What follows belongs to an exercise in optimizing a design on an open flow for small area; a production flow would make more cautious choices. The RTL was checked by simulation tests, not by an equivalence proof against the original design. No driver is modelled on the clock port, so clock power and skew are understated where the tree is cut down; a real chip needs a root buffer or a tree. Power is estimated from default activity; no workload was simulated.

==> module wb_regfile, before the edit <==
module wb_regfile #(
  parameter logic [31:0] RESET_PC = 32'h0000_0000
) (
  input  logic        clk,
  input  logic        reset,
  input  logic        in_Jump,
  input  logic        in_MemtoReg,
  input  logic        in_RegWrite,
  input  logic [27:0] in_JumpAddress,
  input  logic [31:0] in_AddFour,
  input  logic [31:0] in_Adder,
  input  logic        in_ANDGate,
  input  logic [31:0] in_ReadData,
  input  logic [31:0] in_ALU,
  input  logic [4:0]  in_WriteRegister,
  input  logic        in_Stall,
  input  logic [4:0]  in_ReadRegister1,
  input  logic [4:0]  in_ReadRegister2,
  output logic [31:0] out_ReadData1,
  output logic [31:0] out_ReadData2,
  output logic [31:0] out_WriteData,
  output logic [31:0] out_PC,
  output logic [31:0] out_WBCount
);
  logic [1023:32] rf_q, rf_d;
  logic [31:0]    pc_q, pc_d;
  logic [31:0]    wb_count_q, wb_count_d;
  logic           commit;
  logic [31:1]    wen, hold;
  assign out_WriteData = in_MemtoReg ? in_ReadData : in_ALU;
  assign commit        = in_RegWrite && (in_WriteRegister != 5'd0) && !reset;
  logic [3:0] wlo, wlo_n;
  logic [7:0] whi, whi_n;
  logic       reset_n;
  assign reset_n = !reset;
  wb_predec u_wpre (.en(commit), .a(in_WriteRegister), .lo(wlo), .lo_n(wlo_n),
                    .hi(whi), .hi_n(whi_n));
  for (genvar i = 1; i < 32; i++) begin : g_wsel
    wb_and2 u_w (.a(wlo[i % 4]), .b(whi[i / 4]), .y(wen[i]));
    wb_o21a u_h (.a(wlo_n[i % 4]), .b(whi_n[i / 4]), .c(reset_n), .y(hold[i]));
  end
  for (genvar i = 1; i < 32; i++) begin : g_reg
    for (genvar b = 0; b < 32; b++) begin : g_bit
      wb_ao22 u_d (.a(wen[i]), .b(out_WriteData[b]), .c(hold[i]),
                   .d(rf_q[32*i+b]), .y(rf_d[32*i+b]));
    end
  end
  logic        byp1, byp2;
  logic [31:0] sel1, sel2;
  assign byp1 = commit && (in_ReadRegister1 == in_WriteRegister);
  assign byp2 = commit && (in_ReadRegister2 == in_WriteRegister);
  assign sel1[0] = byp1;
  assign sel2[0] = byp2;
  wb_dec5 u_rdec1 (.en(!byp1), .a(in_ReadRegister1), .y(sel1[31:1]));
  wb_dec5 u_rdec2 (.en(!byp2), .a(in_ReadRegister2), .y(sel2[31:1]));
  for (genvar b = 0; b < 32; b++) begin : g_rd
    logic [31:0] val;
    assign val[0] = out_WriteData[b];
    for (genvar i = 1; i < 32; i++) begin : g_v
      assign val[i] = rf_q[32*i+b];
    end
    wb_rdbit u_rd1 (.sel(sel1), .val(val), .y(out_ReadData1[b]));
    wb_rdbit u_rd2 (.sel(sel2), .val(val), .y(out_ReadData2[b]));
  end
  logic        s_hold, s_jump, s_br, s_seq, s_hi;
  logic [31:0] pc_n;
  assign s_hold = !reset && in_Stall;
  assign s_jump = !reset && !in_Stall && in_Jump;
  assign s_br   = !reset && !in_Stall && !in_Jump && in_ANDGate;
  assign s_seq  = !reset && !in_Stall && !in_Jump && !in_ANDGate;
  assign s_hi   = s_jump || s_seq;
  for (genvar b = 0; b < 28; b++) begin : g_pc_lo
    logic n1, n2;
    wb_aoi222 u_a (.a(s_hold), .b(pc_q[b]), .c(s_jump), .d(in_JumpAddress[b]),
                   .e(s_br), .f(in_Adder[b]), .y(n1));
    wb_nand2 u_b (.a(s_seq), .b(in_AddFour[b]), .y(n2));
    wb_nand2 u_c (.a(n1), .b(n2), .y(pc_n[b]));
  end
  for (genvar b = 28; b < 32; b++) begin : g_pc_hi
    logic n1;
    wb_aoi222 u_a (.a(s_hold), .b(pc_q[b]), .c(s_hi), .d(in_AddFour[b]),
                   .e(s_br), .f(in_Adder[b]), .y(n1));
    assign pc_n[b] = !n1;
  end
  for (genvar b = 0; b < 32; b++) begin : g_pc_rst
    if (RESET_PC[b]) begin : g_one
      assign pc_d[b] = pc_n[b] | reset;
    end else begin : g_zero
      assign pc_d[b] = pc_n[b];
    end
  end
  logic [32:0] cnt_c;
  assign cnt_c[0] = commit;
  for (genvar b = 0; b < 32; b += 2) begin : g_cnt
    wb_cnt_even u_e (.q(wb_count_q[b]), .ci(cnt_c[b]), .reset_n(reset_n),
                     .d(wb_count_d[b]), .co_n(cnt_c[b+1]));
    wb_cnt_odd  u_o (.q(wb_count_q[b+1]), .ci_n(cnt_c[b+1]), .reset(reset),
                     .d(wb_count_d[b+1]), .co(cnt_c[b+2]));
  end
  always_ff @(posedge clk) begin
    rf_q       <= rf_d;
    pc_q       <= pc_d;
    wb_count_q <= wb_count_d;
  end
  assign out_PC      = pc_q;
  assign out_WBCount = wb_count_q;
endmodule
==> flow/config.mk <==
export PLATFORM = sky130hd
export DESIGN_NAME = wb_regfile
export DESIGN_NICKNAME = wb_regfile
export VERILOG_FILES = /design/flow/design.v
export SDC_FILE = /design/flow/constraint.sdc
export NUM_CORES = 8
export LEC_CHECK = 0
export CAP_MARGIN = 20
export CORE_MARGIN = 2
export CORE_UTILIZATION = 60
export PLACE_DENSITY = 0.7
export SLEW_MARGIN = 20
export SYNTH_HIERARCHICAL = 1
==> flow/constraint.sdc <==
create_clock -name core_clock -period 8.0 [get_ports {clk}]
set_input_delay 1.6000 -clock core_clock [delete_from_list [all_inputs] [get_ports {clk}]]
set_output_delay 1.6000 -clock core_clock [all_outputs]
set_load 0.01 [all_outputs]
standard.sh (not shown) runs the stock make flow with config.mk's settings and CLKGATE_MAP_FILE= SYNTH_SCRIPT=/design/flow/synth_recipe.tcl, a recipe that flattens the netlist after the stock synthesis.
==> flow/flow/run.sh <==
#!/bin/bash
# Own layout flow: the standard synthesis, then every combinational cell
# resized by its load (flow/size.py; the layout's repair steps still size up
# where needed), then the standard layout with small port buffers and a clock
# tree of clkbuf_16 without dummy loads, whose two lowest levels are then
# turned into inverters (flow/clkinv.tcl). Each tool's output goes to its own log.
set -euo pipefail
R=orfs/results/${FLOW_PLATFORM}/wb_regfile/base
LIB=${FLOW_HOME}/platforms/${FLOW_PLATFORM}/lib/sky130_fd_sc_hd__tt_025C_1v80.lib
bash standard.sh synth > flow_synth.log 2>&1
python3 flow/size.py "$LIB" "$R/1_2_yosys.v" > flow_size.log 2>&1
rm -f "$R/1_synth.odb" "$R/1_synth.sdc"
export BUFFER_PORTS_ARGS="-buffer_cell sky130_fd_sc_hd__buf_1"
export POST_CTS_TCL="$PWD/flow/post_cts.tcl"
export CTS_ARGS="-sink_clustering_enable -repair_clock_nets -buf_list sky130_fd_sc_hd__clkbuf_16 -sink_clustering_size 25 -sink_clustering_max_diameter 100 -dont_use_dummy_load"
bash standard.sh > flow_layout.log 2>&1
Other scripts of this flow, unchanged in this note and not shown: flow/flow/clkinv.tcl, flow/flow/post_cts.tcl, flow/flow/size.py
Rerun with:
--- a/flow/design.v
+++ b/flow/design.v
@@ -6,6 +6,12 @@
 endmodule
 module wb_aoi222 (input logic a, b, c, d, e, f, output logic y);
   assign y = ~((a & b) | (c & d) | (e & f));
+endmodule
+module wb_mux2i (input logic s, a1, a0, output logic y);
+  assign y = ~(s ? a1 : a0);
+endmodule
+module wb_inv (input logic a, output logic y);
+  assign y = ~a;
 endmodule
 module wb_nand2 (input logic a, b, output logic y);
   assign y = ~(a & b);
@@ -104,7 +110,11 @@
   logic [31:0]    wb_count_q, wb_count_d;
   logic           commit;
   logic [31:1]    wen, hold;
-  assign out_WriteData = in_MemtoReg ? in_ReadData : in_ALU;
+  logic [31:0] wd_n;
+  for (genvar b = 0; b < 32; b++) begin : g_wd
+    wb_mux2i u_m (.s(in_MemtoReg), .a1(in_ReadData[b]), .a0(in_ALU[b]), .y(wd_n[b]));
+    wb_inv   u_i (.a(wd_n[b]), .y(out_WriteData[b]));
+  end
   assign commit        = in_RegWrite && (in_WriteRegister != 5'd0) && !reset;
   logic [3:0] wlo, wlo_n;
   logic [7:0] whi, whi_n;
Outcome: The new run passed the timing, DRC and antenna checks; register-to-register slack is worse by 0.02 ns; sequential cell count does not change; wire length fell by about 2.7%; utilization drops by 0.17 points; worst setup slack improved by 0.38 ns; global-route usage decreases by 1.2 points; clock power stays flat; sequential power stays flat; area after synthesis is about the same.
In every run of this note, the design's own scripts or RTL, not TritonCTS, make the clock network.

-- static timing again, ports no longer ideal --
The results above use ideal ports. As a check the final layouts listed here were re-extracted and re-timed, cells and wires unchanged. Step 1 sets driving cells, clkbuf_16 on the clock port and buf_2 on the other inputs (assumed; they add their load-dependent delay and slew). Step 2 moves the port delays by t, midway between the first and last clock arrival at a register: inputs arrive t later, outputs are due t later. That takes back most of the time a late clock gives input paths. a / b / c = ideal / step 1 / step 2; a / b = the first two.
run	t, ns	slack for setup (ns)	hold WS [ns]	worst data-port slew with drivers (ns)
the first run	0.616	0.229 / 0.205 / 0.205	0.512 / 0.512 / 0.512	0.18
the second run	0.633	0.612 / 0.586 / 0.431	0.500 / 0.500 / 0.500	0.08
After both steps setup and hold are still met in every run listed. The setup slack of the second run, which loses most, moves by -0.026 ns with the drivers and by -0.181 ns with both steps.
